This is an optimization exercise on Yosys and OpenROAD, whose aim is small area, a short achievable clock period and few clock cycles, not a production implementation.
No run shown here included a check of the RTL's function; only the layout flow was run.
No activity file was given, so power comes from the tool's default toggle rates.

==> flow/design.v <==
package wu_pkg;
   localparam int LANES  = 4;
   localparam int LANE_W = 16;
   localparam int WORD_W = LANES * LANE_W;
   localparam int ADDR_W = 24;
   localparam int LG_SLICE_WORDS = 3;
   localparam int SLICE_WORDS    = 1 << LG_SLICE_WORDS;
   localparam int LR_SHIFT = 3;
   localparam int NSLOT = 3;
   typedef logic        [WORD_W-1:0] word_t;
   typedef logic signed [LANE_W-1:0] lane_t;
   typedef logic        [ADDR_W-1:0] addr_t;
   typedef logic        [7:0]        node_t;
   typedef logic        [31:0]       len_t;
endpackage
`timescale 1ns/100ps
module sync_fifo #(
   parameter int DW    = 64,
   parameter int DEPTH = 3
) (
   input  logic          clk,
   input  logic          reset,
   input  logic [DW-1:0] wr_data,
   input  logic          wr_en,
   input  logic          rd_en,
   output logic [DW-1:0] rd_data,
   output logic          empty,
   output logic          full
);
   localparam int PTR_W = (DEPTH > 1) ? $clog2(DEPTH) : 1;
   logic [DW-1:0]    mem [DEPTH];
   logic [PTR_W-1:0] wr_ptr;
   logic [PTR_W-1:0] rd_ptr;
   logic [PTR_W:0]   level;
   assign rd_data = mem[rd_ptr];
   assign empty   = (level == 0);
   assign full    = (level == (PTR_W+1)'(DEPTH));
   always_ff @(posedge clk) begin
      if (wr_en) mem[wr_ptr] <= wr_data;
   end
   always_ff @(posedge clk) begin
      if (reset) begin
         wr_ptr <= '0;
         rd_ptr <= '0;
         level  <= '0;
      end else begin
         if (wr_en) wr_ptr <= (wr_ptr == PTR_W'(DEPTH - 1)) ? '0 : wr_ptr + 1'b1;
         if (rd_en) rd_ptr <= (rd_ptr == PTR_W'(DEPTH - 1)) ? '0 : rd_ptr + 1'b1;
         if (wr_en && !rd_en) level <= level + 1'b1;
         else if (rd_en && !wr_en) level <= level - 1'b1;
      end
   end
endmodule
`timescale 1ns/100ps
module slice_walker #(
   parameter bit HAS_END = 1'b1
) (
   input  logic  clk,
   input  logic  reset,
   input  logic  start,
   input  logic  step,
   input  logic  lin,
   input  wu_pkg::node_t node_id,
   input  wu_pkg::node_t num_node,
   input  wu_pkg::len_t  total_length,
   output logic  addr_valid,
   output wu_pkg::addr_t addr,
   output logic  len_last       
);
   localparam int HI_W = wu_pkg::ADDR_W - wu_pkg::LG_SLICE_WORDS;
   wu_pkg::node_t node_e, num_e, num_m1, first_slice;
   logic          first0;
   logic                              active;
   logic [HI_W-1:0]                   hi;         
   logic [wu_pkg::LG_SLICE_WORDS-1:0] lo;
   wu_pkg::node_t                     si;         
   logic                              at_own_q;
   logic                              at_last_q;
   logic [8:0]                        xq;         
   logic [HI_W-1:0]                   hi_next;
   logic                              slice_end;
   logic                              last_q;
   assign node_e = lin ? 8'd0 : node_id;
   assign num_e  = lin ? 8'd1 : num_node;
   assign num_m1 = num_e - 1'b1;
   assign first0 = (node_e == num_m1);
   assign first_slice = first0 ? 8'd0 : node_e + 1'b1;
   assign slice_end  = &lo;
   assign addr_valid = active;
   assign addr       = {hi, lo};
   fast_add #(.W(HI_W)) i_hi_add (
      .a (hi), .b ({{(HI_W-9){xq[8]}}, xq}), .cin (1'b1), .sum (hi_next), .cout ()
   );
   always_ff @(posedge clk) begin
      at_own_q  <= (si == node_e);
      at_last_q <= (si == num_m1);
      if (at_own_q) xq <= first0 ? 9'd0 : {1'b0, num_e};
      else if (at_last_q) xq <= ~{1'b0, num_m1};
      else xq <= 9'd0;
   end
   always_ff @(posedge clk) begin
      if (reset) begin
         active <= 1'b0;
         hi     <= '0;
         lo     <= '0;
         si     <= '0;
      end else if (start) begin
         active <= 1'b1;
         hi     <= HI_W'(first_slice);
         lo     <= '0;
         si     <= first_slice;
      end else if (step) begin
         lo <= lo + 1'b1;
         if (slice_end) begin
            hi <= hi_next;
            si <= at_last_q ? 8'd0 : si + 1'b1;
            if (at_own_q && last_q) active <= 1'b0;
         end
      end
   end
   if (HAS_END) begin : g_end
      logic [HI_W-1:0] ns;
      logic [HI_W-1:0] ns_inc;
      logic            nxt_ge;
      logic            ge_cout;
      fast_add #(.W(HI_W)) i_ns_inc (
         .a (ns), .b ('0), .cin (1'b1), .sum (ns_inc), .cout ()
      );
      fast_add #(.W(wu_pkg::ADDR_W)) i_ge (
         .a ({ns_inc, 3'b000}), .b (~total_length[wu_pkg::ADDR_W-1:0]), .cin (1'b1), .sum (), .cout (ge_cout)
      );
      always_ff @(posedge clk) begin
         nxt_ge <= ge_cout && (total_length[31:wu_pkg::ADDR_W] == '0);
         if (start) begin
            ns     <= HI_W'(1);
            last_q <= (total_length <= 32'd8);
         end else if (step && slice_end) begin
            ns     <= ns_inc;
            last_q <= nxt_ge;
         end
      end
      assign len_last = last_q && (lo == total_length[2:0] - 3'd1);
   end else begin : g_noend
      assign last_q   = 1'b0;
      assign len_last = 1'b0;
   end
endmodule
`timescale 1ns/100ps
module fast_add #(
   parameter int W = 16
) (
   input  logic [W-1:0] a,
   input  logic [W-1:0] b,
   input  logic         cin,
   output logic [W-1:0] sum,
   output logic         cout
);
   localparam int LV = (W > 1) ? $clog2(W) : 1;
   logic [W-1:0] p0;
   logic [W-1:0] g [LV+1];
   logic [W-1:0] p [LV+1];
   assign p0   = a ^ b;
   assign g[0] = (a & b) | {{(W-1){1'b0}}, p0[0] & cin};
   assign p[0] = p0;
   for (genvar l = 0; l < LV; l++) begin : g_lv
      for (genvar i = 0; i < W; i++) begin : g_bit
         if ((i >> l) & 1) begin : g_join
            localparam int J = ((i >> l) << l) - 1;
            assign g[l+1][i] = g[l][i] | (p[l][i] & g[l][J]);
            assign p[l+1][i] = p[l][i] & p[l][J];
         end else begin : g_pass
            assign g[l+1][i] = g[l][i];
            assign p[l+1][i] = p[l][i];
         end
      end
   end
   assign sum  = p0 ^ {g[LV][W-2:0], cin};
   assign cout = g[LV][W-1];
endmodule
`timescale 1ns/100ps
module weight_update
(
   input  logic  clk,
   input  logic  reset,
   input  logic  cmd_valid,
   input  logic  cmd_init,
   output logic  cmd_ready,
   input  wu_pkg::word_t weight_in,
   input  logic  weight_valid,
   output logic  weight_ready,
   input  wu_pkg::word_t gradient_in,
   input  logic  gradient_valid,
   output logic  gradient_ready,
   output wu_pkg::word_t result_out,
   output logic  result_valid,
   input  logic  result_ready,
   input  wu_pkg::len_t  total_length,
   input  wu_pkg::node_t node_id,
   input  wu_pkg::node_t num_node,
   output wu_pkg::addr_t avs_address,
   output wu_pkg::word_t avs_writedata,
   output logic  avs_read,
   output logic  avs_write,
   input  wu_pkg::word_t avs_readdata,
   input  logic  avs_waitrequest,
   input  logic  avs_readdatavalid
);
   localparam int CNT_W = $clog2(wu_pkg::NSLOT + 1);
   typedef enum logic [1:0] {S_IDLE, S_INIT, S_WALK} state_t;
   state_t        state;
   logic          cmd_rdy_q;
   logic          init_done;
   logic [CNT_W-1:0] rd_cnt;       
   wu_pkg::word_t upd_q;           
   logic          w_need;          
   logic          res_need;        
   logic          rd_act;
   wu_pkg::addr_t rd_addr;
   logic          wr_act;
   wu_pkg::addr_t wr_addr;
   wu_pkg::word_t head;
   logic          head_empty;
   logic          buf_full;
   wu_pkg::word_t grad;
   wu_pkg::word_t upd_word;
   logic bus_free, wr_acc, upd_free, load, w_take;
   logic wr_cand, rd_cand, issue_rd, issue_wr;
   logic walk_start, init_end, walk_end, cmd_acc;
   logic in_init, in_walk, lin_walk, take_last;
   assign in_init = (state == S_INIT);
   assign in_walk = (state == S_WALK);
   assign grad = in_walk ? gradient_in : '0;
   for (genvar i = 0; i < wu_pkg::LANES; i++) begin : g_lane
      logic [wu_pkg::LANE_W-1:0] gl;
      assign gl = grad[i*wu_pkg::LANE_W +: wu_pkg::LANE_W];
      fast_add #(.W(wu_pkg::LANE_W)) i_sub (
         .a   (head[i*wu_pkg::LANE_W +: wu_pkg::LANE_W]),
         .b   (~{{wu_pkg::LR_SHIFT{gl[wu_pkg::LANE_W-1]}}, gl[wu_pkg::LANE_W-1:wu_pkg::LR_SHIFT]}),
         .cin (1'b1),
         .sum (upd_word[i*wu_pkg::LANE_W +: wu_pkg::LANE_W]),
         .cout ()
      );
   end
   assign cmd_ready = cmd_rdy_q;
   assign cmd_acc   = cmd_valid && cmd_rdy_q;
   assign bus_free = !(avs_read || avs_write) || !avs_waitrequest;
   assign wr_acc   = avs_write && !avs_waitrequest;
   assign upd_free = (!w_need || wr_acc) && (!res_need || result_ready);
   assign weight_ready   = in_init && !init_done && !buf_full;
   assign w_take         = weight_ready && weight_valid;
   assign gradient_ready = in_walk && !head_empty && !w_need && !res_need;
   assign load = in_init ? (!head_empty && upd_free) : (gradient_ready && gradient_valid);
   assign result_valid  = res_need;
   assign result_out    = upd_q;
   assign avs_writedata = upd_q;
   assign wr_cand  = load || (w_need && !avs_write);
   assign rd_cand  = in_walk && rd_act && (rd_cnt < CNT_W'(wu_pkg::NSLOT));
   assign issue_wr = bus_free && wr_cand;
   assign issue_rd = bus_free && !wr_cand && rd_cand;
   assign init_end   = in_init && init_done && head_empty && (!w_need || wr_acc);
   assign walk_start = (cmd_acc && !cmd_init) || init_end;
   assign walk_end   = in_walk && !rd_act && (rd_cnt == '0) && upd_free;
   slice_walker #(.HAS_END(1'b1)) i_rd_walker (
      .clk (clk), .reset (reset),
      .start (walk_start || cmd_acc), .step (in_init ? w_take : issue_rd), .lin (lin_walk),
      .node_id (node_id), .num_node (num_node), .total_length (total_length),
      .addr_valid (rd_act), .addr (rd_addr), .len_last (take_last)
   );
   assign lin_walk    = in_init ? !init_end : ((state == S_IDLE) && cmd_init);
   slice_walker #(.HAS_END(1'b0)) i_wr_walker (
      .clk (clk), .reset (reset),
      .start (walk_start || cmd_acc), .step (issue_wr), .lin (lin_walk),
      .node_id (node_id), .num_node (num_node), .total_length (total_length),
      .addr_valid (wr_act), .addr (wr_addr), .len_last ()
   );
   sync_fifo #(.DW(wu_pkg::WORD_W), .DEPTH(wu_pkg::NSLOT)) i_buf (
      .clk (clk), .reset (reset),
      .wr_data (in_init ? weight_in : avs_readdata), .wr_en (in_init ? w_take : avs_readdatavalid),
      .rd_en (load), .rd_data (head), .empty (head_empty), .full (buf_full)
   );
   always_ff @(posedge clk) begin
      if (load) upd_q <= upd_word;
      if (issue_rd) avs_address <= rd_addr;
      else if (issue_wr) avs_address <= wr_addr;
   end
   always_ff @(posedge clk) begin
      if (reset) begin
         state     <= S_IDLE;
         cmd_rdy_q <= 1'b0;
         init_done <= 1'b0;
         rd_cnt    <= '0;
         w_need    <= 1'b0;
         res_need  <= 1'b0;
         avs_read  <= 1'b0;
         avs_write <= 1'b0;
      end else begin
         if (bus_free) begin
            avs_read  <= issue_rd;
            avs_write <= issue_wr;
         end
         rd_cnt <= rd_cnt + CNT_W'(issue_rd) - CNT_W'(load && in_walk);
         if (load) begin
            w_need   <= 1'b1;
            res_need <= in_walk;
         end else begin
            if (wr_acc) w_need <= 1'b0;
            if (result_ready) res_need <= 1'b0;
         end
         if (w_take && take_last) init_done <= 1'b1;
         cmd_rdy_q <= 1'b0;
         case (state)
            S_IDLE: begin
               cmd_rdy_q <= !cmd_acc;
               if (cmd_acc) begin
                  state     <= cmd_init ? S_INIT : S_WALK;
                  init_done <= 1'b0;
               end
            end
            S_INIT: if (init_end) state <= S_WALK;
            S_WALK: if (walk_end) begin
               state     <= S_IDLE;
               cmd_rdy_q <= 1'b1;
            end
            default: state <= S_IDLE;
         endcase
      end
   end
endmodule
==> flow/run.sh <==
#!/bin/bash
# synth_recipe.tcl (not shown) runs the flow's synth.tcl, then flattens the netlist and writes it again
# the make line also repeats each setting of config.mk as NAME=value (left out here)
make -C /OpenROAD-flow-scripts/flow DESIGN_CONFIG=/design/flow/config.mk WORK_HOME=/design/flow/orfs CLKGATE_MAP_FILE= SYNTH_SCRIPT=/design/flow/synth_recipe.tcl finish
==> flow/config.mk <==
export PLATFORM = sky130hd
export DESIGN_NAME = weight_update
export DESIGN_NICKNAME = weight_update
export VERILOG_FILES = /design/flow/design.v
export SDC_FILE = /design/flow/constraint.sdc
export NUM_CORES = 4
export LEC_CHECK = 0
export ABC_CLOCK_PERIOD_IN_PS = 2800
export CAP_MARGIN = 20
export CORE_MARGIN = 2
export CORE_UTILIZATION = 40
export SLEW_MARGIN = 20
==> flow/constraint.sdc <==
create_clock -name core_clock -period 6.0 [get_ports {clk}]
set_input_delay 1.2000 -clock core_clock [delete_from_list [all_inputs] [get_ports {clk}]]
set_output_delay 1.2000 -clock core_clock [all_outputs]
set_load 0.01 [all_outputs]
==> results of run 1 <==
[power groups by stage]
stage | Sequential, uW | Combinational (uW) | Clock (uW)
global route | 3680 | 2650 | 3100
floorplan | 3670 | 1530 | 0
CTS | 3650 | 2400 | 2990
detailed placement | 3710 | 2390 | 0
finish | 3650 | 2380 | 2910
global placement | 3700 | 2330 | 0
[area by class of cell]
type                       instances  area share
timing repair buffer             419       0.145
sequential                       409       0.386
tap                              756      0.0332
multi-input combinational       1542       0.365
clock inverter                    29      0.0106
clock buffer                      61      0.0446
inverter                         112      0.0148
[critical path: cells and delay by family]
kind            cells  cell delay [ps]
fa+ha+maj           1              270
simple gates        3              570
buf+inv             1              480
compound gates      9             2500
[metrics by stage]
step / cell area, um^2 / util / instances
after floorplan: 22600 / - / 2223
after global placement: 26900 / 0.479 / 3238
after detailed placement: 26900 / 0.479 / 3238
after CTS: 28500 / 0.507 / 3328
after global routing: 28500 / 0.507 / 3328
final: 28500 / 0.507 / 3328
[logic make-up (layout without fill, tap and decap cells)]
kind of cell               Yosys count  after routing  share of synthesized area
buffers and inverters              272            621                     0.0564
DFF                                409            409                      0.486
muxes                               98             98                     0.0447
and+or+nand+nor                    733            733                      0.144
adders and majority gates          160            160                     0.0975
xor gates and xnor gates           155            155                     0.0606
AOI/OAI and AO/OA                  396            396                      0.111
[worst paths after layout]
check | end | from | cells past startpoint
worst min-delay path | i_rd_walker.g_end.ns[1] | i_rd_walker.g_end.ns[1] | 2
worst max register to register | i_wr_walker.xq[3] | i_buf.level[0] | 13
worst min register to register | i_rd_walker.g_end.ns[1] | i_rd_walker.g_end.ns[1] | 2
worst max-delay path | i_wr_walker.xq[3] | avs_waitrequest | 14
[layer usage]
layer  up-vias  global-route usage
li1       8375                   -
met1      8225               0.257
met2       428               0.384
met3        84              0.0382
met4         6              0.0556
met5         -                   0
[state kept, by name, indices dropped and copies added, names as in the netlist, 2 cells and up, named ones only]
name	cells
upd_q	64
i_wr_walker.xq	9
i_wr_walker.lo	3
i_buf.rd_ptr	2
rd_cnt	2
i_rd_walker.xq	9
i_buf.level	3
i_wr_walker.si	8
i_wr_walker.hi	21
i_rd_walker.g_end.ns	21
avs_address	24
i_buf.mem	192
i_buf.wr_ptr	2
state	2
i_rd_walker.si	8
i_rd_walker.hi	21
i_rd_walker.lo	3
[cells in the final DEF (no fill, tap or decap), types with 20 or more instances in the layout]
cell type          n
xnor2_1           84
xor2_1            70
and2_1            24
o211ai_1          20
o21ai_0          119
clkbuf_16         48
edfxtp_1         281
buf_4             24
a211oi_1          24
mux2i_1           75
nand3_1           29
ha_1             133
nor2_1           114
inv_1            112
mux2_2            23
a21oi_1          101
fa_1              27
nand2_1          421
o21a_1            20
dfxtp_1          126
nor3_1            28
clkdlybuf4s50_1  393
==> notes.md, run 1 <==
Sw Ratio: 0.301
Reg power frac: 0.408
Post-synth EDFFs: 281
top-count cell post-synth: nand2_1
Critical Path AT: 5040 ps
slew margin rel.: 0.330
Multi-input gate area: 10,400 um^2
CTS tree: built
ANT nets after route: 0
Core ar.: 56,200 um^2
Synth top area share: 0.373
Rows: 87
dominant cell type by area after synthesis: edfxtp_1
Slew Viols, Final: 0
post-CTS setup buffer count: 0
GRT Util Overall: 0.211
clock sinks: 409
Synth Warn #: 13
dpl ws: 878 ps
syn_nets: 2,632
diodes inserted: 0
Fill cells: 5,096
final worst slack: 1440 ps
ordered cell list for the critical path: clkdlybuf4s50_1, nor2b_2, o211ai_4, a21oi_1, nand2_1, ha_1, nor2b_1, a22o_1, a21oi_1, o221ai_1, a2111o_1, a21o_1, a32o_1, a22o_1
commonest register cell after synthesis: edfxtp_1
mean post-synth cell area: 10.2 um^2
DR WL/cell: 18.8 um
minimum clock period: 4560 ps
CP endpoint kind: register
final-report hold violation count: 0
dpl hpwl: 45.7 mm
worst clock skew: 14.8 ps
Setup CP Type: in -> reg
Worst Hold Class: reg -> reg
Met2 Wirelength: 31.4 mm
global-route wire length before repair: 97.4 mm
slowest CP cell: a2111o_1
Vias/cell: 5.14
routed via count: 17,118
Mapped Area: 22,600 um^2
Worst path max stage delay: 510 ps
Initial Util: 0.403
M1 WL: 26.6 mm
final setup fails: 0
CTS clock-pin slew for the worst setup and hold paths: 60 ps
synth top area cells: edfxtp_1 (37%), dfxtp_1 (11%), ha_1 (7.4%), nand2_1 (7.0%), mux2i_1 (3.3%)
Pint: 6240 uW
Power Dens Cells: 314 nW/um^2
Comb power frac: 0.267
hold slack: 463 ps
# hold bufs at CTS: 0
Yosys reg bits: 409
ratio of cells with drive above 1 in the final layout: 0.0634
Root Driver: clkbuf_16
total congestion overflow: 0
area grow syn2layout: 26.0%
register area: 11,000 um^2
status: complete, no violations
1st-pass router iterations: 5
DRT iter0 DRCs: 861
Netlist cell types: 77
Peak VDD IR: 212 uV
largest net degree at the start of global routing: 81
Die H: 242 um
routability congestion estimate: 0.905
num ports: 407
Num CTS Buffers: 48
RSZ-0062 raised after global routing: false
# DRC: 0
Final period util: 0.759
top cells by count, synth: nand2_1 (422), edfxtp_1 (281), ha_1 (133), dfxtp_1 (128), o21ai_0 (120)
Max clock buf depth: 3
final setup TNS: 0 ps
vias in the first global route: 17,347
routed wl met3: 3.24 mm
die area: 58,400 um^2
H-tree Lvls: 2
top sig layer: met5
Max Cap Viol: 0
drt total wl: 62.5 mm
number of antenna violations at the first check in global routing: 3
die width: 242 um
leak pwr: 0.0109 uW
Max Clk Rate: 219 MHz
post-synthesis async set-or-reset flop share: 0
I/O Buffers: 394
flop-to-flop setup slack: 2010 ps
worst slew pin tran: 1000 ps
Mapped Cells: 2,223
Worst-Skew Late Latency: 590 ps
Final Power: 8940 uW
post-cts sizing count: 0
CP max FO: 12
Critical Path Start Type: primary input
Clk pwr share: 0.325
# nets final: 2,941
Seq/Total Area, Yosys: 0.486
Worst Path Required: 6480 ps
NetSw: 2690 uW
==> run 2: changes to the inputs <==
--- a/flow/config.mk
+++ b/flow/config.mk
@@ -11,2 +11,3 @@
 export CORE_UTILIZATION = 40
+export SETUP_SLACK_MARGIN = 3.2
 export SLEW_MARGIN = 20
==> run 2 against run 1 <==
  * Still clean
  * Sequential share of layout area is 3.8 points lower
  * Critical path depth is the same
  * Synthesized area unchanged
  * Design area is 11% higher
  * Critical path type unchanged
  * Largest power group unchanged
==> notes.md, run 2 <==
status: complete, no violations
Mapped Cells: 2,223
M3 GR Usage: 0.0329
Slew Viols, Final: 0
Root Driver: clkbuf_16
num ports: 407
final-report hold violation count: 0
Vias/cell: 5.20
routed via count: 18,254
commonest cells after routing, fill and taps aside: nand2_1 (397), clkdlybuf4s50_1 (350), edfxtp_1 (281), buf_4 (143), ha_1 (111)
Largest regs: i_buf.mem: 192 flops, upd_q: 64 flops, avs_address: 24 flops
non-filler cells, final: 3,508
Sw Ratio: 0.311
die width: 242 um
commonest register cell after synthesis: edfxtp_1
global-route wire length before repair: 106 mm
Critical Path AT: 3880 ps
Worst path max stage delay: 480 ps
# hold bufs at CTS: 0
Worst path most repeated cell: a22o_1
Rows: 87
total congestion overflow: 0
Num CTS Buffers: 47
CP max FO: 6
area grow syn2layout: 40.4%
Peak VDD IR: 208 uV
Synth top area share: 0.373
grt met2 use: 0.416
Clk pwr share: 0.294
Worst path top cell family by delay: compound AO/OA/AOI/OAI gates
vias in the first global route: 18,470
Max clock buf depth: 3
worst slew pin tran: 932 ps
1st-pass router iterations: 5
top-count cell post-synth: nand2_1
clock sinks: 409
layer with the highest usage: met2
Worst Hold Class: reg -> reg
slowest CP cell: a2111o_1
drt total wl: 71.9 mm
CTS tree: built
mean post-synth cell area: 10.2 um^2
placed insts: 3,232
max reg flops: 192
die area: 58,400 um^2
GRT Util Overall: 0.233
Seq/Total Area, Yosys: 0.486
RSZ-0062 raised after global routing: true
most common cell after layout, fill and taps aside: nand2_1
I/O Buffers: 394
NetSw: 3010 uW
CP endpoint: i_wr_walker.xq[5]
H-tree Lvls: 2
ordered cell list for the critical path: buf_8, nor2b_4, o211ai_4, a21oi_4, nand2_4, ha_4, nor2b_1, a22o_1, a21oi_2, o221ai_1, a2111o_1, a21o_4, a32o_2, a22o_1
Initial Util: 0.403
Yosys reg bits: 409
Synth Warn #: 13
post-synthesis async set-or-reset flop share: 0
minimum clock period: 3410 ps
Core ar.: 56,200 um^2
leak pwr: 0.0124 uW
# nets final: 3,123
final setup TNS: 0 ps
Netlist cell types: 77
# DRC: 0
number of antenna violations at the first check in global routing: 2
syn_nets: 2,632
met1 Use GR: 0.290
Pint: 6670 uW
worst clock skew: 19.7 ps
DR WL/cell: 20.5 um
Post-synth EDFFs: 281
Max Cap Viol: 0
Die H: 242 um
Worst R2R End: i_wr_walker.xq[5]
Reg with most FFs: i_buf.mem
Max Clk Rate: 293 MHz
CP endpoint kind: register
Crit path buffers/inverters: 1
CP startpoint: avs_waitrequest
top cells by count, synth: nand2_1 (422), edfxtp_1 (281), ha_1 (133), dfxtp_1 (128), o21ai_0 (120)
flop-to-flop setup slack: 2820 ps
worst reg2reg startpoint: i_buf.level[2]
final setup fails: 0
dpl hpwl: 45.3 mm
DRT iter0 DRCs: 954
Worst-Skew Late Latency: 580 ps
Final period util: 0.569
Mapped Area: 22,600 um^2
Comb power frac: 0.330
Critical Path Start Type: primary input
ratio of cells with drive above 1 in the final layout: 0.212
synth top area cells: edfxtp_1 (37%), dfxtp_1 (11%), ha_1 (7.4%), nand2_1 (7.0%), mux2i_1 (3.3%)
reg2reg path depth: 13
Final Power: 9680 uW
Worst Path Required: 6470 ps
routability congestion estimate: 0.894
ANT nets after route: 0
Power Dens Cells: 305 nW/um^2
dominant cell type by area after synthesis: edfxtp_1
Critical Path Stages: 14
CTS clock-pin slew for the worst setup and hold paths: 60 ps
Reg power frac: 0.376
worst hold path cell count: 2
largest net degree at the start of global routing: 66
Setup CP Type: in -> reg
slew margin rel.: 0.379
[run 2: power by group through the flow]
stage	Clock, uW	Sequential, uW	Combinational, uW
5_1_grt	3020	3660	3460
6_report	2850	3630	3200
2_1_floorplan	0	3670	1620
3_5_place_dp	0	3730	2460
4_1_cts	2910	3630	2910
3_3_place_gp	0	3720	2390
[run 2: metrics by stage]
| step | hold WS, ps | instance area, um^2 | setup slack [ps] | util |
|---|---|---|---|---|
| after floorplan | 440 | 23200 | 1740 | - |
| after global placement | 446 | 27300 | 1160 | 0.486 |
| after detailed placement | 462 | 27300 | 1150 | 0.486 |
| after CTS | 486 | 30600 | 2560 | 0.545 |
| after global routing | 501 | 31700 | 2500 | 0.565 |
| final | 477 | 31700 | 2590 | 0.565 |
[run 2: area by class of cell]
| type | instances | area [um^2] |
|---|---|---|
| Multi-Input combinational cell | 1544 | 11600 |
| Antenna cell | 2 | 5.00 |
| Timing Repair inverter | 1 | 5.00 |
| Timing Repair Buffer | 599 | 6140 |
| Sequential cell | 409 | 11000 |
| Inverter | 112 | 430 |
| Fill cell | 4763 | 24400 |
| Clock buffer | 61 | 1300 |
| Clock inverter | 24 | 220 |
| Tap cell | 756 | 946 |
[run 2: tightest hold or removal path: stages (launching register included)]
cell     delay [ps]
dfxtp_1         320
nand2_1          60
a21oi_1          70
[run 2: cell families (layout without fill, tap and decap cells)]
group | after synthesis | in the layout | synth area share
AOI/OAI and AO/OA | 396 | 396 | 0.111
xor gates and xnor gates | 155 | 155 | 0.0606
adders and majority gates | 160 | 160 | 0.0975
buffers and inverters | 272 | 797 | 0.0564
DFF | 409 | 409 | 0.486
muxes | 98 | 98 | 0.0447
other | 0 | 2 | 0
and+or+nand+nor | 733 | 735 | 0.144
[run 2: repair_timing]
item / in CTS / in global routing
gates cloned: 9 / 5
setup endpoints to repair: 506 / 215
setup buffers: 119 / 55
gates resized for setup: 191 / 133
pin swaps: 71 / 107
[run 2: metal layers]
layer	wire length, um	part of all wire
met2	35900	0.50
met3	3740	0.052
met4	2130	0.030
met1	30100	0.42
met5	13	0.00018
[run 2: worst min path at each step]
stage / endpoint / slack [ps] / start
floorplan: i_rd_walker.g_end.ns[1] / 440 / i_rd_walker.g_end.ns[1]
global placement: i_rd_walker.g_end.ns[1] / 450 / i_rd_walker.g_end.ns[1]
detailed placement: i_rd_walker.g_end.ns[1] / 460 / i_rd_walker.g_end.ns[1]
CTS: register / 490 / i_buf.rd_ptr[1]
global route: i_rd_walker.g_end.ns[1] / 500 / i_rd_walker.g_end.ns[1]
finish: register / 480 / i_buf.rd_ptr[1]
==> run 3: changes to the inputs <==
--- a/flow/design.v
+++ b/flow/design.v
@@ -54,5 +54,4 @@
 `timescale 1ns/100ps
-module slice_walker #(
-   parameter bit HAS_END = 1'b1
-) (
+module slice_walker
+(
    input  logic  clk,
@@ -60,4 +59,5 @@
    input  logic  start,
+   input  logic  start_lin,     
+   input  logic  lin,           
    input  logic  step,
-   input  logic  lin,
    input  wu_pkg::node_t node_id,
@@ -67,2 +67,3 @@
    output wu_pkg::addr_t addr,
+   output logic  slice_done,         
    output logic  len_last       
@@ -81,3 +82,6 @@
    logic                              slice_end;
-   logic                              last_q;
+   logic [HI_W:0]                     left;       
+   logic [HI_W:0]                     left_dec;
+   logic                              left_le1;
+   assign first_slice = (start_lin || (node_id == num_node - 1'b1)) ? 8'd0 : node_id + 1'b1;
    assign node_e = lin ? 8'd0 : node_id;
@@ -86,4 +90,4 @@
    assign first0 = (node_e == num_m1);
-   assign first_slice = first0 ? 8'd0 : node_e + 1'b1;
    assign slice_end  = &lo;
+   assign slice_done      = step && slice_end;
    assign addr_valid = active;
@@ -93,2 +97,7 @@
    );
+   fast_add #(.W(HI_W+1)) i_left_dec (
+      .a (left), .b ('1), .cin (1'b0), .sum (left_dec), .cout ()
+   );
+   assign left_le1 = (left[HI_W:1] == '0);
+   assign len_last = left_le1 && (lo == total_length[2:0] - 3'd1);
    always_ff @(posedge clk) begin
@@ -106,2 +115,3 @@
          si     <= '0;
+         left   <= '0;
       end else if (start) begin
@@ -111,2 +121,3 @@
          si     <= first_slice;
+         left   <= (HI_W+1)'(total_length[wu_pkg::ADDR_W:3]) + (HI_W+1)'(total_length[2:0] != 3'd0);
       end else if (step) begin
@@ -116,31 +127,6 @@
             si <= at_last_q ? 8'd0 : si + 1'b1;
-            if (at_own_q && last_q) active <= 1'b0;
-         end
-      end
-   end
-   if (HAS_END) begin : g_end
-      logic [HI_W-1:0] ns;
-      logic [HI_W-1:0] ns_inc;
-      logic            nxt_ge;
-      logic            ge_cout;
-      fast_add #(.W(HI_W)) i_ns_inc (
-         .a (ns), .b ('0), .cin (1'b1), .sum (ns_inc), .cout ()
-      );
-      fast_add #(.W(wu_pkg::ADDR_W)) i_ge (
-         .a ({ns_inc, 3'b000}), .b (~total_length[wu_pkg::ADDR_W-1:0]), .cin (1'b1), .sum (), .cout (ge_cout)
-      );
-      always_ff @(posedge clk) begin
-         nxt_ge <= ge_cout && (total_length[31:wu_pkg::ADDR_W] == '0);
-         if (start) begin
-            ns     <= HI_W'(1);
-            last_q <= (total_length <= 32'd8);
-         end else if (step && slice_end) begin
-            ns     <= ns_inc;
-            last_q <= nxt_ge;
+            if (!left_le1) left <= left_dec;
+            if (at_own_q && left_le1) active <= 1'b0;
          end
       end
-      assign len_last = last_q && (lo == total_length[2:0] - 3'd1);
-   end else begin : g_noend
-      assign last_q   = 1'b0;
-      assign len_last = 1'b0;
    end
@@ -218,4 +204,7 @@
    wu_pkg::addr_t rd_addr;
-   logic          wr_act;
    wu_pkg::addr_t wr_addr;
+   logic [wu_pkg::ADDR_W-wu_pkg::LG_SLICE_WORDS-1:0] wr_prev_hi;
+   logic [wu_pkg::LG_SLICE_WORDS-1:0] wr_lo;
+   logic          wr_behind;
+   logic          rd_cross;
    wu_pkg::word_t head;
@@ -228,3 +217,3 @@
    logic walk_start, init_end, walk_end, cmd_acc;
-   logic in_init, in_walk, lin_walk, take_last;
+   logic in_init, in_walk, take_last;
    assign in_init = (state == S_INIT);
@@ -262,15 +251,21 @@
    assign walk_end   = in_walk && !rd_act && (rd_cnt == '0) && upd_free;
-   slice_walker #(.HAS_END(1'b1)) i_rd_walker (
-      .clk (clk), .reset (reset),
-      .start (walk_start || cmd_acc), .step (in_init ? w_take : issue_rd), .lin (lin_walk),
-      .node_id (node_id), .num_node (num_node), .total_length (total_length),
-      .addr_valid (rd_act), .addr (rd_addr), .len_last (take_last)
-   );
-   assign lin_walk    = in_init ? !init_end : ((state == S_IDLE) && cmd_init);
-   slice_walker #(.HAS_END(1'b0)) i_wr_walker (
+   slice_walker i_walker (
       .clk (clk), .reset (reset),
-      .start (walk_start || cmd_acc), .step (issue_wr), .lin (lin_walk),
+      .start (walk_start || cmd_acc), .start_lin ((state == S_IDLE) && cmd_init), .lin (in_init),
+      .step (in_init ? w_take : issue_rd),
       .node_id (node_id), .num_node (num_node), .total_length (total_length),
-      .addr_valid (wr_act), .addr (wr_addr), .len_last ()
+      .addr_valid (rd_act), .addr (rd_addr), .slice_done (rd_cross), .len_last (take_last)
    );
+   assign wr_addr = {wr_behind ? wr_prev_hi : rd_addr[wu_pkg::ADDR_W-1:wu_pkg::LG_SLICE_WORDS], wr_lo};
+   always_ff @(posedge clk) begin
+      if (rd_cross) wr_prev_hi <= rd_addr[wu_pkg::ADDR_W-1:wu_pkg::LG_SLICE_WORDS];
+      if (reset || walk_start || cmd_acc) begin
+         wr_lo     <= '0;
+         wr_behind <= 1'b0;
+      end else begin
+         if (issue_wr) wr_lo <= wr_lo + 1'b1;
+         if (rd_cross) wr_behind <= 1'b1;
+         else if (issue_wr && (&wr_lo)) wr_behind <= 1'b0;
+      end
+   end
    sync_fifo #(.DW(wu_pkg::WORD_W), .DEPTH(wu_pkg::NSLOT)) i_buf (
==> run 3 against run 2 <==
  * Fmax increased by 18%
  * Largest power group unchanged
  * First-iteration DRC count decreased by 22%
  * Highest routed layer unchanged
  * Design area decreased by 9.6%
  * Clock-buffer cell count decreased by 9
  * Cell count decreased by 12%
  * Non-clock buffer count decreased by 86
  * Clock skew decreased by 2.0 ps
  * Combinational power decreased by 44%
  * Die area decreased by 7.5%
  * Sequential share of layout area increased by 3.0 points
  * Utilization decreased by 0.77 points
  * Sequential power decreased by 9.9%
==> notes.md, run 3 <==
DR WL/cell: 18.6 um
reg2reg path depth: 15
worst hold path cell count: 2
CP max FO: 3
die area: 54,100 um^2
Power Dens Cells: 275 nW/um^2
top-count cell post-synth: nand2_1
NetSw: 2130 uW
leak pwr: 0.0107 uW
top cells by count, synth: nand2_1 (372), edfxtp_1 (301), inv_1 (98), ha_1 (95), nor2_1 (91)
routed via count: 15,732
minimum clock period: 2900 ps
global-route wire length before repair: 87.3 mm
Setup CP Type: in -> reg
Clk pwr share: 0.361
Slew Viols, Final: 0
flop-to-flop setup slack: 3150 ps
Mapped Cells: 1,958
Comb power frac: 0.225
# DRC: 0
H-tree Lvls: 2
Max Clk Rate: 345 MHz
largest net degree at the start of global routing: 80
CTS clock-pin slew for the worst setup and hold paths: 60 ps
# hold bufs at CTS: 0
clock sinks: 390
hold path start: i_buf.rd_ptr[1]
Worst path top cell family by delay: compound AO/OA/AOI/OAI gates
Rows: 83
Initial Util: 0.406
ratio of cells with drive above 1 in the final layout: 0.192
I/O Buffers: 387
synth top area cells: edfxtp_1 (43%), dfxtp_1 (8.5%), nand2_1 (6.7%), ha_1 (5.7%), mux2i_1 (3.5%)
mean post-synth cell area: 10.7 um^2
worst slew pin tran: 754 ps
Die H: 233 um
Critical Path AT: 3220 ps
slew margin rel.: 0.498
Max Cap Viol: 0
final setup fails: 0
Root Driver: clkbuf_16
Sw Ratio: 0.269
number of antenna violations at the first check in global routing: 3
Crit path buffers/inverters: 2
Yosys reg bits: 390
Post-synth EDFFs: 301
Reg power frac: 0.414
1st-pass router iterations: 5
dpl hpwl: 37.6 mm
Worst R2R End: upd_q[63]
Peak VDD IR: 249 uV
drt total wl: 57.5 mm
Mapped Area: 20,900 um^2
most common cell after layout, fill and taps aside: nand2_1
syn_nets: 2,324
CTS tree: built
ordered cell list for the critical path: clkdlybuf4s50_1, and2_4, inv_2, ha_4, a21o_1, a21o_1, a21oi_2, o21ai_2, a211o_1, a21oi_2, xnor2_1
Worst Path Required: 6330 ps
Core ar.: 51,500 um^2
dominant cell type by area after synthesis: edfxtp_1
Max clock buf depth: 3
final-report hold violation count: 0
Worst path max stage delay: 460 ps
commonest cells after routing, fill and taps aside: nand2_1 (355), clkdlybuf4s50_1 (341), edfxtp_1 (301), buf_4 (92), nor2_1 (89)
GRT Util Overall: 0.209
RSZ-0062 raised after global routing: true
Reg with most FFs: i_buf.mem
routability congestion estimate: 0.858
commonest register cell after synthesis: edfxtp_1
slowest CP cell: clkdlybuf4s50_1
Vias/cell: 5.10
CP endpoint kind: register
final setup TNS: 0 ps
post-synthesis async set-or-reset flop share: 0
status: complete, no violations
Synth Warn #: 12
DRT iter0 DRCs: 741
vias in the first global route: 15,799
max reg flops: 192
Critical Path Start Type: primary input
Synth top area share: 0.433
Final period util: 0.483
Final Power: 7890 uW
Worst Hold Class: reg -> reg
ANT nets after route: 0
Fill cells: 4,438
Worst-Skew Late Latency: 580 ps
Pint: 5770 uW
Seq/Total Area, Yosys: 0.518
num ports: 407
worst clock skew: 17.7 ps
Num CTS Buffers: 44
Largest regs: i_buf.mem: 192 flops, upd_q: 64 flops, avs_address: 24 flops
area grow syn2layout: 37.4%
total congestion overflow: 0
Netlist cell types: 83
# nets final: 2,734
die width: 233 um
run 3: cell types whose count changed in the layout (fill, tap and decap cells not counted), sizes merged, moves of 10 or more:
cell / delta
ha: -38
nand3: +17
buf: -67
edfxtp: +20
clkbuf: -10
a21oi: -22
xor2: -25
o21ai: -34
dfxtp: -39
nor2b: -12
inv: -11
nor2: -20
nand2: -50
run 3: cells by family (layout without fill, tap and decap cells):
family | Yosys count | after routing | share of synthesized area
xor gates and xnor gates | 130 | 130 | 0.0566
and+or+nand+nor | 660 | 662 | 0.144
AOI/OAI and AO/OA | 311 | 311 | 0.0947
other | 0 | 2 | 0
buffers and inverters | 252 | 695 | 0.0601
DFF | 390 | 390 | 0.518
muxes | 98 | 98 | 0.0484
adders and majority gates | 117 | 117 | 0.0780
run 3: per-stage QoR:
step | cell area [um^2] | std cells | setup slack, ps | util | hold WS [ps]
floorplan | 21300 | 1958 | 1700 | - | 425
global placement | 25300 | 2888 | 1660 | 0.490 | 454
detailed placement | 25300 | 2888 | 1620 | 0.490 | 474
CTS | 28000 | 3041 | 3130 | 0.543 | 483
global route | 28700 | 3083 | 2980 | 0.557 | 510
finish | 28700 | 3085 | 3100 | 0.557 | 479
run 3: layer usage:
layer | GRT usage | part of all wire
met1 | 0.253 | 0.41
met2 | 0.379 | 0.51
met3 | 0.0359 | 0.052
met4 | 0.0571 | 0.020
met5 | 0 | 0.00056
run 3: how the worst max path moves through the flow:
stage / startpoint / endpoint / slack [ps] / depth (start not counted)
floorplan: result_ready / rd_cnt[1] / 1700 / 11
global placement: avs_waitrequest / i_walker.left[10] / 1660 / 10
detailed placement: avs_waitrequest / i_walker.left[10] / 1620 / 10
CTS: register / upd_q[47] / 3130 / 14
global route: register / upd_q[31] / 2980 / 14
finish: gradient_in[43] / upd_q[47] / 3100 / 11
run 3: layout make-up:
class	instances	area [um^2]	area share
diodes	2	5.00	0.000174
repair inverters	1	11.3	0.000392
inverters	100	412	0.0143
repair buffers	513	5110	0.178
well taps	680	851	0.0296
clock inverters	29	363	0.0126
clock buffers	52	1170	0.0409
flip-flops and latches	390	10800	0.378
multi-input cells	1318	9940	0.346
run 3: what timing repair did:
item | 4_1_cts | 5_1_grt
cloned | 4 | 1
hold endpoints to repair | 0 | 0
pin swaps | 72 | 88
setup buffers | 68 | 41
endpoints found under the setup margin | 474 | 124
resized for setup | 179 | 106
run 3: power by group through the flow:
stage          clock [uW]  sequential [uW]  combinational, uW
2_1_floorplan           0             3320                960
3_3_place_gp            0             3330               1440
3_5_place_dp            0             3340               1480
4_1_cts              2910             3270               1680
5_1_grt              3020             3280               1950
6_report             2850             3270               1780
run 3: worst min-delay path, delay by kind of cell (launching register included):
kind / cells / cell delay, ps
AO/OA/AOI/OAI: 1 / 70
AND/OR/NAND/NOR: 1 / 50
flip-flops: 1 / 310
==> run 4: changes to the inputs <==
--- a/flow/config.mk
+++ b/flow/config.mk
@@ -7,3 +7,3 @@
 export LEC_CHECK = 0
-export ABC_CLOCK_PERIOD_IN_PS = 2800
+export ABC_CLOCK_PERIOD_IN_PS = 2400
 export CAP_MARGIN = 20
@@ -11,3 +11,3 @@
 export CORE_UTILIZATION = 40
-export SETUP_SLACK_MARGIN = 3.2
+export SETUP_SLACK_MARGIN = 3.6
 export SLEW_MARGIN = 20
==> run 4 against run 3 <==
  * Still clean
  * Utilization is 3.3 points higher
  * Fmax is 0.20% lower
  * Clock-buffer cell count is 11 higher
  * Synthesized cell count stayed put
  * Combinational power is 9.6% higher
  * Clock skew is 1.5 ps lower
  * Power is 0.50% lower
  * Synthesized area stayed put
  * Largest power group unchanged
  * Highest routed layer unchanged
==> notes.md, run 4 <==
area grow syn2layout: 45.4%
commonest register cell after synthesis: edfxtp_1
worst clock skew: 16.3 ps
Worst path most repeated cell: a21oi_2
dominant cell type by area after synthesis: edfxtp_1
final setup TNS: 0 ps
ordered cell list for the critical path: clkdlybuf4s50_1, nand2_2, fa_2, a21oi_2, o211ai_1, nand2_1, o21ai_2, a211o_1, a21oi_2, xnor2_1
Final period util: 0.484
Seq/Total Area, Yosys: 0.518
CTS tree: built
Setup CP Type: in -> reg
Max clock buf depth: 3
Root Driver: clkbuf_16
non-filler cells, final: 3,227
Largest regs: i_buf.mem: 192 flops, upd_q: 64 flops, avs_address: 24 flops
die width: 233 um
Worst path max stage delay: 480 ps
DR WL/cell: 20.1 um
drt total wl: 64.8 mm
I/O Buffers: 387
worst slew pin tran: 866 ps
top cells by count, synth: nand2_1 (372), edfxtp_1 (301), inv_1 (98), ha_1 (95), nor2_1 (91)
reg2reg path depth: 14
slowest CP cell: clkdlybuf4s50_1
Vias/cell: 5.19
slew margin rel.: 0.423
Core ar.: 51,500 um^2
Slew Viols, Final: 0
vias in the first global route: 16,595
leak pwr: 0.0118 uW
Mapped Area: 20,900 um^2
number of antenna violations at the first check in global routing: 8
GRT Util Overall: 0.225
ratio of cells with drive above 1 in the final layout: 0.342
1st-pass router iterations: 5
main combinational cell family by area after synthesis: simple AND/OR/NAND/NOR gates
ANT nets after route: 0
adder-cell share of the synthesized area: 0.0780
Die H: 233 um
Power Dens Cells: 258 nW/um^2
dpl hpwl: 38.3 mm
Worst-Skew Late Latency: 570 ps
Max Clk Rate: 344 MHz
Critical Path Start Type: primary input
# hold bufs at CTS: 0
H-tree Lvls: 2
placed insts: 2,892
Post-Synth XOR/XNOR Area: 0.0566
Initial Util: 0.406
Synth Warn #: 12
Yosys reg bits: 390
clock sinks: 390
Mapped Cells: 1,958
CP max FO: 2
Synth top area share: 0.433
max reg flops: 192
Netlist cell types: 83
commonest cells after routing, fill and taps aside: nand2_1 (341), edfxtp_1 (301), clkdlybuf4s50_1 (186), buf_4 (152), buf_2 (145)
Worst Path Required: 6320 ps
hold slack: 477 ps
syn_nets: 2,324
CP endpoint kind: register
fraction of the mapped netlist area in simple logic gates: 0.144
RSZ-0062 raised after global routing: true
DRT iter0 DRCs: 844
final-report hold violation count: 0
status: complete, no violations
routability congestion estimate: 0.819
Reg with most FFs: i_buf.mem
largest net degree at the start of global routing: 82
Worst Hold Class: reg -> reg
mean post-synth cell area: 10.7 um^2
Num CTS Buffers: 45
# nets final: 2,882
total congestion overflow: 0
Peak VDD IR: 189 uV
Rows: 83
minimum clock period: 2900 ps
Post-synth EDFFs: 301
CTS clock-pin slew for the worst setup and hold paths: 50 ps
post-synthesis async set-or-reset flop share: 0
Max Cap Viol: 0
Synth Area in Compound Gates: 0.0947
die area: 54,100 um^2
top-count cell post-synth: nand2_1
multiplexer share of the synthesized area: 0.0484
Critical Path AT: 3220 ps
synth top area cells: edfxtp_1 (43%), dfxtp_1 (8.5%), nand2_1 (6.7%), ha_1 (5.7%), mux2i_1 (3.5%)
num ports: 407
diodes inserted: 0
final setup fails: 0
global-route wire length before repair: 92.9 mm
# DRC: 0
routed via count: 16,752
worst hold path cell count: 2
most common cell after layout, fill and taps aside: nand2_1
## run 4: cell counts after synthesis
Identical to the previous run, type by type.
## run 4: where the power goes
part	total (uW)	switching (uW)	internal [uW]
Clock	2630	1070	1560
Combinational	1950	994	961
Sequential	3270	93.4	3180
## run 4: area by class of cell
type | count | area, um^2
Clock inverter | 15 | 149
Inverter | 100 | 404
Multi-Input combinational cell | 1325 | 10800
Timing Repair inverter | 2 | 27.5
Fill cell | 4266 | 21100
Tap cell | 680 | 851
Sequential cell | 390 | 10900
Clock buffer | 63 | 1240
Timing Repair Buffer | 652 | 6100
## run 4: worst max-delay path: cells and delay by family
family	cells	cell delay, ps
AO/OA/AOI/OAI	5	890
XOR/XNOR	1	80
adder cells (fa/ha/maj)	1	380
buffers and inverters	1	480
AND/OR/NAND/NOR	2	210
## run 4: cells by family after synthesis
kind of cell               count (synthesis)
xor gates and xnor gates                 130
muxes                                     98
AOI/OAI and AO/OA                        311
buffers and inverters                    252
and+or+nand+nor                          660
DFF                                      390
adders and majority gates                117
## run 4: stage by stage
stage	setup slack, ps	util	area (um^2)	total power, uW
6_report	3100	0.590	30400	7850
5_1_grt	2990	0.590	30400	8200
4_1_cts	3080	0.560	28800	7750
3_5_place_dp	1610	0.493	25400	4840
3_3_place_gp	1700	0.493	25400	4800
2_1_floorplan	1700	-	21500	4300
## run 4: final timing paths
check | slack, ps | endpoint | startpoint
min reg2reg | 480 | register | i_buf.rd_ptr[1]
min | 480 | register | i_buf.rd_ptr[1]
max | 3100 | upd_q[63] | gradient_in[52]
max reg2reg | 3150 | upd_q[47] | register
## run 4: metal layers
layer | routed length, um | global-route usage
met1 | 26600 | 0.273
met5 | 100 | 0
met3 | 3470 | 0.0417
met4 | 1980 | 0.0768
met2 | 32700 | 0.399
## run 4: repair_timing
item	4_1_cts	5_1_grt
cloned	14	15
resized for setup	944	233
endpoints found under the hold margin	0	0
pin swaps	138	132
setup endpoints to repair	622	396
buffers inserted	163	65
==> run 5: changes to the inputs <==
--- a/flow/design.v
+++ b/flow/design.v
@@ -27,3 +27,5 @@
    output logic          empty,
-   output logic          full
+   output logic          full,
+   output logic          empty_n,    
+   output logic          full_n      
 );
@@ -34,5 +36,11 @@
    logic [PTR_W:0]   level;
+   logic [PTR_W:0]   level_n;
    assign rd_data = mem[rd_ptr];
-   assign empty   = (level == 0);
-   assign full    = (level == (PTR_W+1)'(DEPTH));
+   always_comb begin
+      level_n = level;
+      if (wr_en && !rd_en) level_n = level + 1'b1;
+      else if (rd_en && !wr_en) level_n = level - 1'b1;
+   end
+   assign empty_n = (level_n == '0);
+   assign full_n  = (level_n == (PTR_W+1)'(DEPTH));
    always_ff @(posedge clk) begin
@@ -45,2 +53,4 @@
          level  <= '0;
+         empty  <= 1'b1;
+         full   <= 1'b0;
       end else begin
@@ -48,4 +58,5 @@
          if (rd_en) rd_ptr <= (rd_ptr == PTR_W'(DEPTH - 1)) ? '0 : rd_ptr + 1'b1;
-         if (wr_en && !rd_en) level <= level + 1'b1;
-         else if (rd_en && !wr_en) level <= level - 1'b1;
+         level <= level_n;
+         empty <= empty_n;
+         full  <= full_n;
       end
@@ -67,3 +78,3 @@
    output wu_pkg::addr_t addr,
-   output logic  slice_done,         
+   output logic  slice_done,    
    output logic  len_last       
@@ -71,4 +82,6 @@
    localparam int HI_W = wu_pkg::ADDR_W - wu_pkg::LG_SLICE_WORDS;
-   wu_pkg::node_t node_e, num_e, num_m1, first_slice;
-   logic          first0;
+   wu_pkg::node_t first_slice;
+   wu_pkg::node_t num_q;
+   wu_pkg::node_t num_m1_q;
+   logic          first0_q;
    logic                              active;
@@ -86,8 +99,4 @@
    assign first_slice = (start_lin || (node_id == num_node - 1'b1)) ? 8'd0 : node_id + 1'b1;
-   assign node_e = lin ? 8'd0 : node_id;
-   assign num_e  = lin ? 8'd1 : num_node;
-   assign num_m1 = num_e - 1'b1;
-   assign first0 = (node_e == num_m1);
    assign slice_end  = &lo;
-   assign slice_done      = step && slice_end;
+   assign slice_done = step && slice_end;
    assign addr_valid = active;
@@ -103,6 +112,10 @@
    always_ff @(posedge clk) begin
-      at_own_q  <= (si == node_e);
-      at_last_q <= (si == num_m1);
-      if (at_own_q) xq <= first0 ? 9'd0 : {1'b0, num_e};
-      else if (at_last_q) xq <= ~{1'b0, num_m1};
+      num_q     <= num_node;
+      num_m1_q  <= num_node - 1'b1;
+      first0_q  <= (node_id == num_node - 1'b1);
+      at_own_q  <= (si == node_id);
+      at_last_q <= (si == num_m1_q);
+      if (lin) xq <= 9'd0;
+      else if (at_own_q) xq <= first0_q ? 9'd0 : {1'b0, num_q};
+      else if (at_last_q) xq <= ~{1'b0, num_m1_q};
       else xq <= 9'd0;
@@ -194,20 +207,23 @@
    localparam int CNT_W = $clog2(wu_pkg::NSLOT + 1);
+   localparam int HI_W  = wu_pkg::ADDR_W - wu_pkg::LG_SLICE_WORDS;
    typedef enum logic [1:0] {S_IDLE, S_INIT, S_WALK} state_t;
-   state_t        state;
+   state_t        state, state_n;
    logic          cmd_rdy_q;
-   logic          init_done;
+   logic          init_done, init_done_n;
+   logic          wrdy_q;          
+   logic          grdy_q;          
    logic [CNT_W-1:0] rd_cnt;       
    wu_pkg::word_t upd_q;           
-   logic          w_need;          
-   logic          res_need;        
+   logic          w_need, w_need_n;      
+   logic          res_need, res_need_n;  
    logic          rd_act;
    wu_pkg::addr_t rd_addr;
+   logic          rd_cross;
    wu_pkg::addr_t wr_addr;
-   logic [wu_pkg::ADDR_W-wu_pkg::LG_SLICE_WORDS-1:0] wr_prev_hi;
+   logic [HI_W-1:0] wr_prev_hi;
    logic [wu_pkg::LG_SLICE_WORDS-1:0] wr_lo;
    logic          wr_behind;
-   logic          rd_cross;
    wu_pkg::word_t head;
-   logic          head_empty;
-   logic          buf_full;
+   logic          head_empty, head_empty_n;
+   logic          buf_full, buf_full_n;
    wu_pkg::word_t grad;
@@ -232,4 +248,9 @@
    end
-   assign cmd_ready = cmd_rdy_q;
-   assign cmd_acc   = cmd_valid && cmd_rdy_q;
+   assign cmd_ready      = cmd_rdy_q;
+   assign cmd_acc        = cmd_valid && cmd_rdy_q;
+   assign weight_ready   = wrdy_q;
+   assign gradient_ready = grdy_q;
+   assign result_valid   = res_need;
+   assign result_out     = upd_q;
+   assign avs_writedata  = upd_q;
    assign bus_free = !(avs_read || avs_write) || !avs_waitrequest;
@@ -237,9 +258,4 @@
    assign upd_free = (!w_need || wr_acc) && (!res_need || result_ready);
-   assign weight_ready   = in_init && !init_done && !buf_full;
-   assign w_take         = weight_ready && weight_valid;
-   assign gradient_ready = in_walk && !head_empty && !w_need && !res_need;
-   assign load = in_init ? (!head_empty && upd_free) : (gradient_ready && gradient_valid);
-   assign result_valid  = res_need;
-   assign result_out    = upd_q;
-   assign avs_writedata = upd_q;
+   assign w_take = wrdy_q && weight_valid;
+   assign load   = in_init ? (!head_empty && upd_free) : (grdy_q && gradient_valid);
    assign wr_cand  = load || (w_need && !avs_write);
@@ -273,4 +289,17 @@
       .wr_data (in_init ? weight_in : avs_readdata), .wr_en (in_init ? w_take : avs_readdatavalid),
-      .rd_en (load), .rd_data (head), .empty (head_empty), .full (buf_full)
+      .rd_en (load), .rd_data (head), .empty (head_empty), .full (buf_full),
+      .empty_n (head_empty_n), .full_n (buf_full_n)
    );
+   always_comb begin
+      state_n = state;
+      case (state)
+         S_IDLE:  if (cmd_acc) state_n = cmd_init ? S_INIT : S_WALK;
+         S_INIT:  if (init_end) state_n = S_WALK;
+         S_WALK:  if (walk_end) state_n = S_IDLE;
+         default: state_n = S_IDLE;
+      endcase
+      w_need_n   = load ? 1'b1 : (w_need && !wr_acc);
+      res_need_n = load ? in_walk : (res_need && !result_ready);
+      init_done_n = cmd_acc ? 1'b0 : (init_done || (w_take && take_last));
+   end
    always_ff @(posedge clk) begin
@@ -285,2 +314,4 @@
          init_done <= 1'b0;
+         wrdy_q    <= 1'b0;
+         grdy_q    <= 1'b0;
          rd_cnt    <= '0;
@@ -295,27 +326,10 @@
          end
-         rd_cnt <= rd_cnt + CNT_W'(issue_rd) - CNT_W'(load && in_walk);
-         if (load) begin
-            w_need   <= 1'b1;
-            res_need <= in_walk;
-         end else begin
-            if (wr_acc) w_need <= 1'b0;
-            if (result_ready) res_need <= 1'b0;
-         end
-         if (w_take && take_last) init_done <= 1'b1;
-         cmd_rdy_q <= 1'b0;
-         case (state)
-            S_IDLE: begin
-               cmd_rdy_q <= !cmd_acc;
-               if (cmd_acc) begin
-                  state     <= cmd_init ? S_INIT : S_WALK;
-                  init_done <= 1'b0;
-               end
-            end
-            S_INIT: if (init_end) state <= S_WALK;
-            S_WALK: if (walk_end) begin
-               state     <= S_IDLE;
-               cmd_rdy_q <= 1'b1;
-            end
-            default: state <= S_IDLE;
-         endcase
+         rd_cnt    <= rd_cnt + CNT_W'(issue_rd) - CNT_W'(load && in_walk);
+         state     <= state_n;
+         w_need    <= w_need_n;
+         res_need  <= res_need_n;
+         init_done <= init_done_n;
+         cmd_rdy_q <= (state_n == S_IDLE);
+         wrdy_q    <= (state_n == S_INIT) && !init_done_n && !buf_full_n;
+         grdy_q    <= (state_n == S_WALK) && !head_empty_n && !w_need_n && !res_need_n;
       end
--- a/flow/config.mk
+++ b/flow/config.mk
@@ -7,3 +7,3 @@
 export LEC_CHECK = 0
-export ABC_CLOCK_PERIOD_IN_PS = 2400
+export ABC_CLOCK_PERIOD_IN_PS = 2600
 export CAP_MARGIN = 20
@@ -11,3 +11,3 @@
 export CORE_UTILIZATION = 40
-export SETUP_SLACK_MARGIN = 3.6
+export SETUP_SLACK_MARGIN = 3.4
 export SLEW_MARGIN = 20
==> run 5 against run 4 <==
  * Global-route usage is 0.68 points lower
  * Sequential power is essentially flat
  * Critical path depth grew 5
  * Register-to-register slack worse by 370 ps
  * Worst hold slack better by 2.0 ps
  * Synthesized area is 1.1% lower
  * First-iteration DRC count fell by 16%
  * Clock-buffer cell count shrank 13
  * Utilization fell by 1.1 points
  * Routed wire length shrank 6.7%
  * Fmax fell by 9.8%
  * Combinational power is 28% lower
==> notes.md, run 5 <==
status: complete, no violations
Peak VDD IR: 218 uV
worst clock skew: 18.1 ps
Max Cap Viol: 0
CTS tree: built
global-route wire length before repair: 89.1 mm
final setup fails: 0
die width: 231 um
Mapped Cells: 1,907
total congestion overflow: 0
DRT iter0 DRCs: 709
syn_nets: 2,272
adder-cell share of the synthesized area: 0.0779
# hold bufs at CTS: 0
Worst Path Required: 6420 ps
leak pwr: 0.0114 uW
Final Power: 7470 uW
# DRC: 0
top-count cell post-synth: nand2_1
Final period util: 0.537
number of antenna violations at the first check in global routing: 3
max reg flops: 192
Critical Path Start Type: primary input
Seq/Total Area, Yosys: 0.543
flop-to-flop setup slack: 2780 ps
Worst-Skew Late Latency: 560 ps
Post-Synth XOR/XNOR Area: 0.0555
clock sinks: 410
Reg with most FFs: i_buf.mem
area grow syn2layout: 43.4%
worst slew pin tran: 1070 ps
Rows: 83
Slew Viols, Final: 0
Vias/cell: 5.00
commonest register cell after synthesis: edfxtp_1
DR WL/cell: 19.2 um
final setup TNS: 0 ps
main combinational cell family by area after synthesis: simple AND/OR/NAND/NOR gates
dominant cell type by area after synthesis: edfxtp_1
Num CTS Buffers: 44
Mapped Area: 20,700 um^2
Initial Util: 0.404
dpl hpwl: 37.2 mm
top cells by count, synth: nand2_1 (369), edfxtp_1 (301), nor2_1 (119), dfxtp_1 (109), o21ai_0 (103)
1st-pass router iterations: 7
vias in the first global route: 15,736
minimum clock period: 3220 ps
fraction of the mapped netlist area in simple logic gates: 0.141
RSZ-0062 raised after global routing: true
H-tree Lvls: 2
post-synthesis async set-or-reset flop share: 0
Die H: 231 um
Synth Area in Compound Gates: 0.0850
ratio of cells with drive above 1 in the final layout: 0.234
final-report hold violation count: 0
commonest cells after routing, fill and taps aside: nand2_1 (362), edfxtp_1 (301), clkdlybuf4s50_1 (197), dlygate4sd2_1 (172), buf_4 (126)
routability congestion estimate: 0.829
synth top area cells: edfxtp_1 (44%), dfxtp_1 (11%), nand2_1 (6.7%), ha_1 (5.8%), xnor2_1 (3.9%)
ANT nets after route: 0
Synth top area share: 0.437
largest net degree at the start of global routing: 62
Netlist cell types: 72
Max Clk Rate: 311 MHz
mean post-synth cell area: 10.8 um^2
GRT Util Overall: 0.218
CTS clock-pin slew for the worst setup and hold paths: 60 ps
Core ar.: 51,200 um^2
slew margin rel.: 0.289
multiplexer share of the synthesized area: 0.0460
# nets final: 2,801
die area: 53,500 um^2
Synth Warn #: 12
Largest regs: i_buf.mem: 192 flops, upd_q: 64 flops, avs_address: 24 flops
I/O Buffers: 387
routed via count: 15,757
num ports: 407
CP endpoint kind: register
Worst Hold Class: reg -> reg
Yosys reg bits: 410
Post-synth EDFFs: 301
Critical Path AT: 3640 ps
Max clock buf depth: 3
drt total wl: 60.5 mm
Root Driver: clkbuf_16
most common cell after layout, fill and taps aside: nand2_1
Setup CP Type: in -> reg
CP max FO: 2
Power Dens Cells: 252 nW/um^2
## run 5: changes by cell type in the layout (fill, tap and decap cells not counted), moves of 21 or more
cell           previous run  this run
buf_4                   152       126
dlygate4sd2_1            19       172
nand2_1                 341       362
ha_4                     30         8
buf_2                   145         3
dfxtp_1                  76        99
## run 5: cell type report
type,count,area [um^2]
Sequential cell,410,11200
Inverter,81,328
Tap cell,680,851
Timing Repair inverter,1,8.76
Timing Repair Buffer,608,5980
Clock inverter,29,310
Fill cell,4284,21600
Multi-Input combinational cell,1290,9750
Antenna cell,3,7.51
Clock buffer,50,1150
## run 5: metal layers
| metal | global-route usage | part of all wire | up-vias |
|---|---|---|---|
| li1 | - | - | 7681 |
| met1 | 0.262 | 0.41 | 7605 |
| met2 | 0.392 | 0.51 | 387 |
| met3 | 0.0392 | 0.047 | 84 |
| met4 | 0.0716 | 0.031 | 0 |
| met5 | 0 | 0 | - |
## run 5: worst paths after layout
path               end             from  cells past startpoint
max          upd_q[40]  gradient_in[35]                     15
min           avs_read         avs_read                      2
max reg2reg  upd_q[40]         state[0]                     16
min reg2reg   avs_read         avs_read                      2
## run 5: cell families (layout without fill, tap and decap cells)
group,after synthesis,in the layout
AOI/OAI and AO/OA,291,291
xor gates and xnor gates,126,126
other,0,3
buffers and inverters,214,769
and+or+nand+nor,658,665
muxes,92,92
adders and majority gates,116,116
DFF,410,410
## run 5: report_power, final
| part | switching [uW] | internal, uW |
|---|---|---|
| clock | 1120 | 1640 |
| combinational | 701 | 712 |
| sequential | 67.0 | 3240 |
| total | 1890 | 5590 |
## run 5: what timing repair did
action / in CTS / in global routing
resized for setup: 448 / 188
endpoints found under the hold margin: 0 / 0
gates cloned: 12 / 4
setup buffers: 132 / 63
pin swaps: 111 / 120
endpoints found under the setup margin: 606 / 165
## run 5: metrics by stage
stage | util | setup slack, ps | hold WS (ps) | std cells | instance area [um^2]
finish | 0.579 | 2780 | 479 | 3152 | 29600
CTS | 0.554 | 2710 | 478 | 3082 | 28400
global placement | 0.489 | 1880 | 457 | 2859 | 25100
floorplan | - | 2050 | 425 | 1907 | 20900
detailed placement | 0.489 | 1840 | 454 | 2859 | 25100
global route | 0.579 | 2640 | 499 | 3151 | 29600
## run 5: critical path, cell delays in order
cell,delay [ps]
clkdlybuf4s15_1,160
and2_4,140
ha_4,130
inv_4,40
fa_2,340
a21o_1,190
a21oi_2,150
nand2b_4,170
nand2b_4,60
a21oi_4,130
nor2b_2,60
o21a_1,190
nor2_2,150
fa_2,450
inv_1,70
==> run 6: changes to the inputs <==
--- a/flow/config.mk
+++ b/flow/config.mk
@@ -7,3 +7,3 @@
 export LEC_CHECK = 0
-export ABC_CLOCK_PERIOD_IN_PS = 2600
+export ABC_CLOCK_PERIOD_IN_PS = 2300
 export CAP_MARGIN = 20
@@ -11,3 +11,3 @@
 export CORE_UTILIZATION = 40
-export SETUP_SLACK_MARGIN = 3.4
+export SETUP_SLACK_MARGIN = 3.7
 export SLEW_MARGIN = 20
==> run 6 against run 5 <==
  * Design area up 2.0%
  * Synthesized area stayed put
  * Largest cell class unchanged
  * Clock power is essentially flat
  * Still clean on timing, DRC and antenna
  * Fmax down 0.97%
  * Power increased by 1.2%
  * Clock skew grew 2.6 ps
==> notes.md, run 6 <==
Post-synth EDFFs: 301
GRT Util Overall: 0.227
Die H: 231 um
Rows: 83
commonest register cell after synthesis: edfxtp_1
commonest cells after routing, fill and taps aside: nand2_1 (353), edfxtp_1 (301), clkdlybuf4s50_1 (196), buf_2 (140), buf_4 (130)
fraction of the mapped netlist area in simple logic gates: 0.141
area grow syn2layout: 46.2%
multiplexer share of the synthesized area: 0.0460
top-count cell post-synth: nand2_1
Worst Path Required: 6320 ps
most common cell after layout, fill and taps aside: nand2_1
clock sinks: 410
leak pwr: 0.0118 uW
ratio of cells with drive above 1 in the final layout: 0.325
Vias/cell: 5.02
Synth Warn #: 12
minimum clock period: 3250 ps
Core ar.: 51,200 um^2
mean post-synth cell area: 10.8 um^2
# nets final: 2,855
Post-Synth XOR/XNOR Area: 0.0555
final-report hold violation count: 0
ANT nets after route: 0
Num CTS Buffers: 44
status: complete, no violations
dpl hpwl: 37.2 mm
total congestion overflow: 0
Root Driver: clkbuf_16
hold slack: 474 ps
vias in the first global route: 16,274
Slew Viols, Final: 0
Setup CP Type: in -> reg
num ports: 407
Fill cells: 4,160
top cells by count, synth: nand2_1 (369), edfxtp_1 (301), nor2_1 (119), dfxtp_1 (109), o21ai_0 (103)
number of antenna violations at the first check in global routing: 4
Critical Path AT: 3570 ps
Worst-Skew Late Latency: 570 ps
flop-to-flop setup slack: 2770 ps
largest net degree at the start of global routing: 62
worst slew pin tran: 1100 ps
post-synthesis async set-or-reset flop share: 0
CP endpoint kind: register
Initial Util: 0.404
hold path start: avs_read
CP startpoint: gradient_in[51]
global-route wire length before repair: 92.7 mm
final setup TNS: 0 ps
non-filler cells, final: 3,205
syn_nets: 2,272
synth top area cells: edfxtp_1 (44%), dfxtp_1 (11%), nand2_1 (6.7%), ha_1 (5.8%), xnor2_1 (3.9%)
dominant cell type by area after synthesis: edfxtp_1
slew margin rel.: 0.269
Peak VDD IR: 221 uV
Mapped Cells: 1,907
max reg flops: 192
Max clock buf depth: 3
Power Dens Cells: 250 nW/um^2
Max Cap Viol: 0
CTS tree: built
CP max FO: 2
drt total wl: 63.8 mm
main combinational cell family by area after synthesis: simple AND/OR/NAND/NOR gates
Final Power: 7570 uW
adder-cell share of the synthesized area: 0.0779
die width: 231 um
# DRC: 0
H-tree Lvls: 2
final setup fails: 0
Mapped Area: 20,700 um^2
routability congestion estimate: 0.829
1st-pass router iterations: 5
worst clock skew: 20.7 ps
DRT iter0 DRCs: 813
CTS clock-pin slew for the worst setup and hold paths: 60 ps
placed insts: 2,859
Reg with most FFs: i_buf.mem
Yosys reg bits: 410
I/O Buffers: 387
Critical Path Start Type: primary input
Worst Hold Class: reg -> reg
Netlist cell types: 72
routed via count: 16,102
Largest regs: i_buf.mem: 192 flops, upd_q: 64 flops, avs_address: 24 flops
Seq/Total Area, Yosys: 0.543
Synth Area in Compound Gates: 0.0850
die area: 53,500 um^2
DR WL/cell: 19.9 um
Max Clk Rate: 308 MHz
RSZ-0062 raised after global routing: true
Synth top area share: 0.437
Final period util: 0.542
## run 6: power by group
group | switching (uW) | leakage [uW] | total, uW | internal [uW]
combinational | 740 | 0.00741 | 1500 | 756
sequential | 71.1 | 0.00364 | 3310 | 3230
clock | 1120 | 0.000709 | 2760 | 1640
total | 1930 | 0.0118 | 7570 | 5630
## run 6: critical path, stage by stage
cell and delay (ps):
dlygate4sd2_1 230, and2_4 140, ha_4 150, inv_2 40
fa_2 220, a21o_1 130, a21oi_2 60, buf_4 130
buf_4 120, buf_4 120, buf_4 120, buf_4 110
buf_4 120, buf_4 120, fa_2 520, inv_2 30
## run 6: metal layers
| layer | track usage | vias to the layer above | wire length, um |
|---|---|---|---|
| met5 | 0 | - | 13 |
| li1 | - | 7795 | - |
| met4 | 0.0800 | 2 | 1930 |
| met3 | 0.0407 | 91 | 3280 |
| met2 | 0.407 | 417 | 33000 |
| met1 | 0.273 | 7797 | 25600 |
## run 6: final timing paths
path               end  cells after the start
max          upd_q[52]                     16
min           avs_read                      2
max reg2reg  upd_q[30]                     18
min reg2reg   avs_read                      2
## run 6: cell families after synthesis
group,Yosys count
flip-flops,410
adder cells (fa/ha/maj),116
AO/OA/AOI/OAI,291
AND/OR/NAND/NOR,658
multiplexers,92
XOR/XNOR,126
buffers and inverters,214
## run 6: cell type report
| class | count | area [um^2] | share of cell area |
|---|---|---|---|
| well taps | 680 | 851 | 0.0282 |
| repair inverters | 2 | 25.0 | 0.000828 |
| inverters | 81 | 330 | 0.0109 |
| flip-flops and latches | 410 | 11300 | 0.372 |
| diodes | 2 | 5.00 | 0.000166 |
| clock inverters | 29 | 310 | 0.0103 |
| repair buffers | 661 | 6330 | 0.210 |
| multi-input cells | 1290 | 9960 | 0.330 |
| clock buffers | 50 | 1150 | 0.0382 |
## run 6: metrics by stage
stage / util / instance area (um^2) / setup slack, ps
6_report: 0.590 / 30200 / 2750
2_1_floorplan: - / 20900 / 2050
3_5_place_dp: 0.489 / 25100 / 1840
3_3_place_gp: 0.489 / 25100 / 1880
5_1_grt: 0.590 / 30200 / 2610
4_1_cts: 0.569 / 29100 / 2710
## run 6: timing repair
| action | in CTS | in global routing |
|---|---|---|
| pin swaps | 179 | 97 |
| cloned | 21 | 8 |
| resized for setup | 1113 | 159 |
| endpoints found under the hold margin | 0 | 0 |
| hold buffers | 0 | 0 |
| buffers inserted | 188 | 48 |
| setup endpoints to repair | 714 | 559 |

## re-timing with driven ports
Ports are ideal in the flow. The routed layouts listed here were re-timed in OpenROAD. Step 1, drivers: a clkbuf_16 drives clk and a buf_2 each remaining input, both assumed. Step 2 times the ports against the registers' clock, not the clock port: input delays grow and output delays shrink by t, the midpoint of the rising clock arrivals with the driver on. a / b / c = ideal ports / drivers / drivers and shift; a / b = the first two.
run	shift t [ns]	slack for setup (ns)
run 1	0.645	1.443 / 1.465 / 0.819
run 2	0.623	2.589 / 2.538 / 1.915
run 3	0.632	3.101 / 3.121 / 2.489
run 4	0.620	3.095 / 3.063 / 2.448
run 5	0.617	2.781 / 2.763 / 2.146
run 6	0.617	2.749 / 2.771 / 2.166
After both steps every run listed still meets setup and hold.
